This design comes from an exercise in tuning for small area, a short achievable clock period and few clock cycles per item on the open sky130 flow, not from production work.
In this exercise RTL edits were held to simulation tests only and were not proved equivalent to the original.

## flow/design.v (module list and top-level ports; edited modules follow where they fit)
// module tilt_deadband_display_mapper_unit: 1594 lines
module tilt_deadband_display_mapper_unit (
  input  logic                             clk,
  input  logic                             rst,
  input  logic                             sample_valid,
  output logic                             sample_ready,
  input  logic signed [tddm_pkg::IN_W-1:0] sample_accel_x,
  input  logic signed [tddm_pkg::IN_W-1:0] sample_accel_y,
  input  logic signed [tddm_pkg::IN_W-1:0] sample_accel_z,
  input  logic signed [tddm_pkg::IN_W-1:0] sample_gyro_x,
  input  logic signed [tddm_pkg::IN_W-1:0] sample_gyro_y,
  input  logic signed [tddm_pkg::IN_W-1:0] sample_gyro_z,
  output logic                             result_valid,
  input  logic                             result_ready,
  output logic                             result_update,
  output logic [tddm_pkg::COL_W-1:0]       result_bar_end_x,
  output logic [tddm_pkg::COL_W-1:0]       result_bar_end_y,
  output logic [tddm_pkg::COL_W-1:0]       result_bar_end_z,
  output logic [tddm_pkg::COL_W-1:0]       result_roll_marker_col,
  output logic [tddm_pkg::ROW_W-1:0]       result_pitch_marker_row,
  output logic signed [tddm_pkg::ROLL_W-1:0]  result_roll_angle,
  output logic signed [tddm_pkg::PITCH_W-1:0] result_pitch_angle,
  input  logic                             psel,
  input  logic                             penable,
  input  logic                             pwrite,
  input  logic [tddm_pkg::PADDR_W-1:0]     paddr,
  input  logic [tddm_pkg::PDATA_W-1:0]     pwdata,
  output logic [tddm_pkg::PDATA_W-1:0]     prdata,
  output logic                             pready
);
  // ...
==> flow/run.sh <==
#!/bin/bash
# synth_recipe.tcl (not shown) runs the flow's synth.tcl, then flattens the netlist and writes it again
# the make line also repeats each setting of config.mk as NAME=value (left out here)
make -C /OpenROAD-flow-scripts/flow DESIGN_CONFIG=/design/flow/config.mk WORK_HOME=/design/flow/orfs CLKGATE_MAP_FILE= SYNTH_SCRIPT=/design/flow/synth_recipe.tcl finish
==> flow/config.mk <==
export PLATFORM = sky130hd
export DESIGN_NAME = tilt_deadband_display_mapper_unit
export DESIGN_NICKNAME = tilt_deadband_display_mapper_unit
export VERILOG_FILES = /design/flow/design.v
export SDC_FILE = /design/flow/constraint.sdc
export NUM_CORES = 4
export LEC_CHECK = 0
export ABC_AREA = 1
export CAP_MARGIN = 20
export CORE_MARGIN = 2
export CORE_UTILIZATION = 40
export SETUP_SLACK_MARGIN = 5
export SLEW_MARGIN = 20
==> flow/constraint.sdc <==
create_clock -name core_clock -period 11.0 [get_ports {clk}]
set_input_delay 2.2000 -clock core_clock [delete_from_list [all_inputs] [get_ports {clk}]]
set_output_delay 2.2000 -clock core_clock [all_outputs]
set_load 0.01 [all_outputs]
==> metrics.cfg, run 1 <==
[yosys]
synth-simple-area-share_pct = 13.69
synth_fa_ha_area_share_pct = 20.79
synth_mux_area_share_pct = 0.01102
ys_async_sr_fraction_pct = 0

[run_status]
status = finished clean

[floorplanning]
io_pins = 239
dieArea_um2 = 688000
die_h_um = 829.5

[final_layout]
multi_input_area_um2 = 152300
n_antenna_cell = 7
fin_nets = 33750
seq_share_pct = 34.26
regArea_um2 = 104800
layout_common_cells = nand2_1, inv_1, edfxtp_1
fin_area_um2 = 306000
buf_share_pct = 2.436
layoutNonFillerInstCount = 39200

[clocking]
cts.path.max_buffers = 4
ctsHoldBuffers = 0
post_cts_resized = 405

[worst_setup_path]
rrSetupSlack_ns = 5.03
r2r_cells = 25
start_kind = input port
critical_path_class = in -> out
r2r_start = in_ay[6]
cp.depth = 5
critPathMaxStageDelay_ns = 0.60

[placement]
port_buffers = 203
gp_congestion = 0.9417

[global_route]
met2_usage_pct = 34.33
grt_util_met1_pct = 27.00
grt_use_met3_pct = 1.712
grt_pass1_vias = 195300
antenna_found_initial = 17
grt_pass1_wl_mm = 1105

[detailed_routing]
vias_per_cell = 5.072
route.detailed.drc = 0

[sta]
slew_violations = 0

Testbench counts, summed over its fixed seeds: cycles 2,128, items 1,920.
==> inputs of run 2 (changes only) <==
--- a/flow/design.v
+++ b/flow/design.v
@@ -127,17 +127,17 @@
 );
   logic [15:0] gyro_deadband;
   logic [13:0] tilt_deadband;
   logic [9:0]  roll_gain;
   logic [9:0]  pitch_gain;
   logic [6:0]  bar_half_width;
   logic adv;
   logic signed [15:0] in_ax, in_ay, in_az, in_gx, in_gy, in_gz;
-  logic [22:0] v;
+  logic [23:0] v;
   logic v_d, upd_d, res_valid;
   logic signed [15:0] prev_gyro_x, prev_gyro_y, prev_gyro_z;
   logic signed [14:0] prev_roll;
   logic signed [13:0] prev_pitch;
   logic out_update;
   logic [6:0] out_bar_x, out_bar_y, out_bar_z, out_col;
   logic [5:0] out_row;
   logic signed [14:0] out_roll;
@@ -848,16 +848,21 @@
   logic signed [14:0] rnew_q22;
   logic [0:0] pd14_q22;
   logic [0:0] pd15_q22;
   logic signed [23:0] pzacc_q22;
   logic signed [23:0] pz_356;
   logic signed [15:0] pa_357;
   logic signed [15:0] pcl_358;
   logic signed [13:0] pnew_359;
+  logic signed [15:0] gx_q23;
+  logic signed [15:0] gy_q23;
+  logic signed [15:0] gz_q23;
+  logic signed [14:0] rnew_q23;
+  logic signed [13:0] pnew_q23;
   function automatic logic beyond(input logic signed [15:0] a, input logic signed [15:0] b,
                                   input logic [15:0] db);
     logic signed [17:0] s1, s2;
     s1 = 18'(a) - 18'(b) - $signed({2'b00, db}) - 18'sd1;
     s2 = 18'(b) - 18'(a) - $signed({2'b00, db}) - 18'sd1;
     beyond = !s1[17] || !s2[17];
   endfunction
   function automatic logic [6:0] map_pos(input logic signed [25:0] p, input int sh,
@@ -1253,21 +1258,21 @@
   assign xsn_352 = 19'(px_348 >>> 15);
   assign px_353 = {px_348[33:0] + (ysx_351[33:0] ^ {34{~pd15_350}}) + {33'd0, ~pd15_350}};
   assign py_354 = {py_349[18:0] + (xsn_352[18:0] ^ {19{pd15_350}}) + {18'd0, pd15_350}};
   assign pzacc_355 = -24'sd1636327 + (pd0_q21 ? 24'sd1474560 : 24'sd0) + (pd1_q21 ? 24'sd870484 : 24'sd0) + (pd2_q21 ? 24'sd459940 : 24'sd0) + (pd3_q21 ? 24'sd233472 : 24'sd0) + (pd4_q21 ? 24'sd117190 : 24'sd0) + (pd5_q21 ? 24'sd58652 : 24'sd0) + (pd6_q21 ? 24'sd29334 : 24'sd0) + (pd7_q21 ? 24'sd14668 : 24'sd0) + (pd8_q21 ? 24'sd7334 : 24'sd0) + (pd9_q21 ? 24'sd3666 : 24'sd0) + (pd10_q21 ? 24'sd1834 : 24'sd0) + (pd11_q21 ? 24'sd916 : 24'sd0) + (pd12_q21 ? 24'sd458 : 24'sd0) + (pd13_340 ? 24'sd230 : 24'sd0);
   assign pz_356 = pzacc_q22 + (pd14_q22 ? 24'sd114 : 24'sd0) + (pd15_q22 ? 24'sd58 : 24'sd0);
   assign pa_357 = pz_356[23:8];
   assign pcl_358 = (pa_357 > 16'sd5760) ? 16'sd5760 : ((pa_357 < -16'sd5760) ? -16'sd5760 : pa_357);
   assign pnew_359 = pspec_q22 ? 14'((pspc_q22[1] ? 16'sd0 : (pspc_q22[0] ? 16'sd5760 : -16'sd5760))) : pcl_358[13:0];
-  assign upd = beyond(gx_q22, prev_gyro_x, gyro_deadband) ||
-               beyond(gy_q22, prev_gyro_y, gyro_deadband) ||
-               beyond(gz_q22, prev_gyro_z, gyro_deadband) ||
-               beyond(16'(rnew_q22), 16'(prev_roll), 16'(tilt_deadband)) ||
-               beyond(16'(pnew_359), 16'(prev_pitch), 16'(tilt_deadband));
+  assign upd = beyond(gx_q23, prev_gyro_x, gyro_deadband) ||
+               beyond(gy_q23, prev_gyro_y, gyro_deadband) ||
+               beyond(gz_q23, prev_gyro_z, gyro_deadband) ||
+               beyond(16'(rnew_q23), 16'(prev_roll), 16'(tilt_deadband)) ||
+               beyond(16'(pnew_q23), 16'(prev_pitch), 16'(tilt_deadband));
   always_ff @(posedge clk) begin
     if (rst) begin
       v              <= '0;
       v_d            <= 1'b0;
       v_m            <= 1'b0;
       res_valid      <= 1'b0;
       gyro_deadband  <= 16'd100;
       tilt_deadband  <= 14'd64;
@@ -1286,26 +1291,26 @@
           3'd1: tilt_deadband  <= pwdata[13:0];
           3'd2: roll_gain      <= pwdata[9:0];
           3'd3: pitch_gain     <= pwdata[9:0];
           3'd4: bar_half_width <= pwdata[6:0];
           default: ;
         endcase
       end
       if (adv) begin
-        v         <= {v[21:0], sample_valid};
-        v_d       <= v[22];
+        v         <= {v[22:0], sample_valid};
+        v_d       <= v[23];
         v_m       <= v_d;
         res_valid <= v_m;
-        if (v[22] && upd) begin
-          prev_gyro_x <= gx_q22;
-          prev_gyro_y <= gy_q22;
-          prev_gyro_z <= gz_q22;
-          prev_roll   <= rnew_q22;
-          prev_pitch  <= pnew_359;
+        if (v[23] && upd) begin
+          prev_gyro_x <= gx_q23;
+          prev_gyro_y <= gy_q23;
+          prev_gyro_z <= gz_q23;
+          prev_roll   <= rnew_q23;
+          prev_pitch  <= pnew_q23;
         end
       end
     end
   end
   always_ff @(posedge clk) begin
     if (adv) begin
       in_ax <= sample_accel_x;
       in_ay <= sample_accel_y;
@@ -1646,16 +1651,21 @@
       gy_q22 <= gy_q21;
       gz_q22 <= gz_q21;
       pspec_q22 <= pspec_q21;
       pspc_q22 <= pspc_q21;
       rnew_q22 <= rnew_q21;
       pd14_q22 <= pd14_345;
       pd15_q22 <= pd15_350;
       pzacc_q22 <= pzacc_355;
+      gx_q23 <= gx_q22;
+      gy_q23 <= gy_q22;
+      gz_q23 <= gz_q22;
+      rnew_q23 <= rnew_q22;
+      pnew_q23 <= pnew_359;
       upd_d      <= upd;
       mp_upd     <= upd_d;
       mh_bx      <= pr_bx[23:15];
       mh_by      <= pr_by[23:15];
       mh_bz      <= pr_bz[23:15];
       mh_col     <= pr_col[25:14];
       mh_row     <= pr_row[24:14];
       mz_bx      <= |pr_bx[14:0];
==> metrics.cfg, run 2 <==
[sta]
rsz0062_at_grt = true
setup_ws_ns = 5.058
fin_skew_ns = 0.09466
hold_viol = 0
hold_slack_ns = 0.3449
tns_ns = 0
slew_violations = 0  ; unchanged
period_share_pct = 54.02
relSlewSlack_pct = 26.06
final-setup-viol-count = 0
worst_slew_pin_slew_ns = 1.109
min_period_ns = 5.942
fmax_mhz = 168.3

[detailed_routing]
wl_per_cell_um = 17.77
ant_nets = 0
vias = 196800
drtPass1Iterations = 6
route.detailed.drc = 0  ; unchanged
vias_per_cell = 5.050  ; -0.43%
wirelength_mm = 692.4
drtIter0Drc = 13990

[final_layout]
fin_nets = 33520  ; -0.67%
drive_above_1_share_pct = 5.557
layout_common_cells = nand2_1, inv_1, edfxtp_1
final_common_cell = nand2_1
area_growth_pct = 11.17

[yosys]
synth-seq-cells = 3620
yosys.area.top_type = edfxtp_1
synth-seq-area-share_pct = 39.13
syn_area_um2 = 273700
synthCells = 29160
yosysUniqueCellTypes = 83
yosysTopAreaCellShare_pct = 37.95
synth_edf_count = 3459
synth_area_leaders = edfxtp_1, ha_1, fa_1
ys_async_sr_fraction_pct = 0  ; unchanged
post-synth-top-count-cell = nand2_1
synth_flop_cell = edfxtp_1
ys_warn_count = 1
synth_commonest_cells = nand2_1, inv_1, edfxtp_1
syn_avg_cell_area_um2 = 9.385

[floorplanning]
row_count = 303
io_pins = 239  ; unchanged
dieArea_um2 = 690800  ; +0.41%
core_um2 = 681300
start_util_pct = 40.17
dieWidth_um = 831.1
die_h_um = 831.1  ; +0.20%

[worst_setup_path]
arrival_ns = 3.74
critical_path_class = in -> out
r2r_start = in_ay[7]
crit_chain = clkdlybuf4s18_2 -> nor3_4 -> buf_4 -> buf_4 -> nand2_1 -> o21ai_0 -> a221oi_1 -> o21ai_0 -> dlygate4sd2_1
r2r-end = sq1_q1[27]
end_kind = output port
required_ns = 8.80
cp_top_family = buffers and inverters
start_kind = input port
rrSetupSlack_ns = 5.09  ; +0.06 ns
worst-path-max-fanout = 6
r2r_cells = 23  ; -8.0%
critPathMaxStageDelay_ns = 0.31  ; -0.29 ns
cp.depth = 9  ; +4
path_buf_inv = 4
slowest_stage = dlygate4sd2_1

[clocking]
clk-insertion-delay-late_ns = 1.04
cts.path.max_buffers = 4  ; unchanged
clk_pin_slew_ns = 0.06
clock-sinks = 3620
numCtsBuffers = 402
root_buffer = clkbuf_16
ctsHoldBuffers = 0  ; unchanged
htreeDepth = 5
cts_tree = built

[worst_hold_path]
hold_class = reg -> reg
min_to = gx_q19[13]
min_from = gx_q18[13]
holdPathStages = 0

[placement]
place_hpwl_mm = 541.4
place_ws_ns = 3.572
gp_congestion = 0.9248  ; -1.8%
port_buffers = 203  ; unchanged

[flow_run]
drv_cap = 0

[global_route]
grt_pass1_vias = 194500  ; -0.40%
grt_overflow = 0
grt_pass1_wl_mm = 1084  ; -1.9%
antenna_found_initial = 28  ; +11
grt_max_degree = 183
grt_usage_pct = 19.46

[run_status]
status = finished clean

-- run 2: cell types whose count changed after synthesis, sizes merged, moves of 13 or more --
cell | before | now
xnor2 | 1114 | 1092
edfxtp | 3382 | 3459
nor3 | 335 | 304
nor2 | 1704 | 1598
or2 | 73 | 96
o21ai | 1579 | 1463
a31oi | 174 | 141
nand2 | 5461 | 5490
nand3 | 937 | 1034
o31ai | 57 | 43
a21oi | 2201 | 2186
nand4 | 287 | 266
a211oi | 74 | 61
inv | 4393 | 4461
-- run 2: kinds of logic (layout without fill, tap and decap cells) --
group,after synthesis,count (layout),share of synthesized area (%)
flops,3620,3620,39.13
fa+ha+maj,3743,3743,20.68
buf+inv,5012,5793,6.978
other cells,2,29,0.002744
compound gates,4606,4606,9.361
simple gates,8990,8995,13.61
xor+xnor,3186,3186,10.23
mux,1,1,0.003658
-- run 2: worst max path at each step --
stage	slack, ns	start	endpoint
after floorplan	-1.60	result_ready	sample_ready
after global placement	3.65	root_q12[2]	rem_q13[5]
after detailed placement	3.57	py_q16[31]	px_q17[32]
after CTS	4.87	py_q16[31]	px_q17[32]
after global routing	4.85	in_ay[5]	sq1_q1[27]
final	5.06	paddr[4]	prdata[0]
-- run 2: timing repair --
action                     CTS  global route
pin swaps                   37           123
setup endpoints to repair  430           510
gates cloned                 7            22
buffers inserted            79           151
resized for setup          299           476
-- run 2: metrics by stage --
stage | instance area, um^2 | instances | util, %
2_1_floorplan | 273800 | 29180 | -
3_3_place_gp | 285900 | 37970 | 41.97
3_5_place_dp | 285900 | 37970 | 41.97
4_1_cts | 301000 | 38790 | 44.18
5_1_grt | 304200 | 38970 | 44.66
6_report | 304200 | 38970 | 44.66
-- run 2: worst reg2reg max path: cells and delay by family, from the launching register on --
family          cells  cell delay (ns)
flops               1             0.32
fa+ha+maj           7             3.36
buf+inv             6             0.85
compound gates      5             0.72
simple gates        5             0.42
-- run 2: area by class of cell --
class                           count  area (um^2)
Antenna cell                       10        25.02
Clock buffer                      493        10510
Clock inverter                    238         2823
Fill cell                       64970       377000
Inverter                         4473        16970
Multi-Input combinational cell  20550       149600
Sequential cell                  3620       107100
Tap cell                         8997        11260
Timing Repair Buffer              582         5887
Timing Repair inverter              7        67.56
-- run 2: metal layers --
metal | up-vias | share of wire, % | GRT usage (%)
met5 | - | 0.0046 | 0
li1 | 97820 | - | -
met4 | 4 | 3.2 | 5.418
met2 | 4096 | 47 | 33.23
met3 | 969 | 4.0 | 1.673
met1 | 93910 | 45 | 26.54
Testbench counts of run 2, summed over its fixed seeds: cycles 2,136, items 1,920.

==> what the ideal ports hide <==
The results above use ideal ports. As a check the final layouts listed here were re-extracted and re-timed, cells and wires unchanged. Step 1, drivers: a clkbuf_16 drives clk and a buf_2 each remaining input, both assumed. Step 2, shift: input delay + t, output delay - t, t = (earliest + latest rising clock arrival at the registers) / 2. This alone moves slack from input paths to output paths. Three values: ideal, step 1, step 2; two values: the first two.
run	t, ns	slack for setup (ns)	worst setup path after step 2	worst slew at a driven data input, ns
run 1	1.127	5.025 / 5.001 / 4.305	input to register	0.09
run 2	1.136	5.058 / 5.012 / 4.366	input to register	0.11
After both steps every run listed still meets setup and hold. For run 1, which loses most, drivers alone change the setup slack by -0.024 ns; drivers and shift together by -0.720 ns.
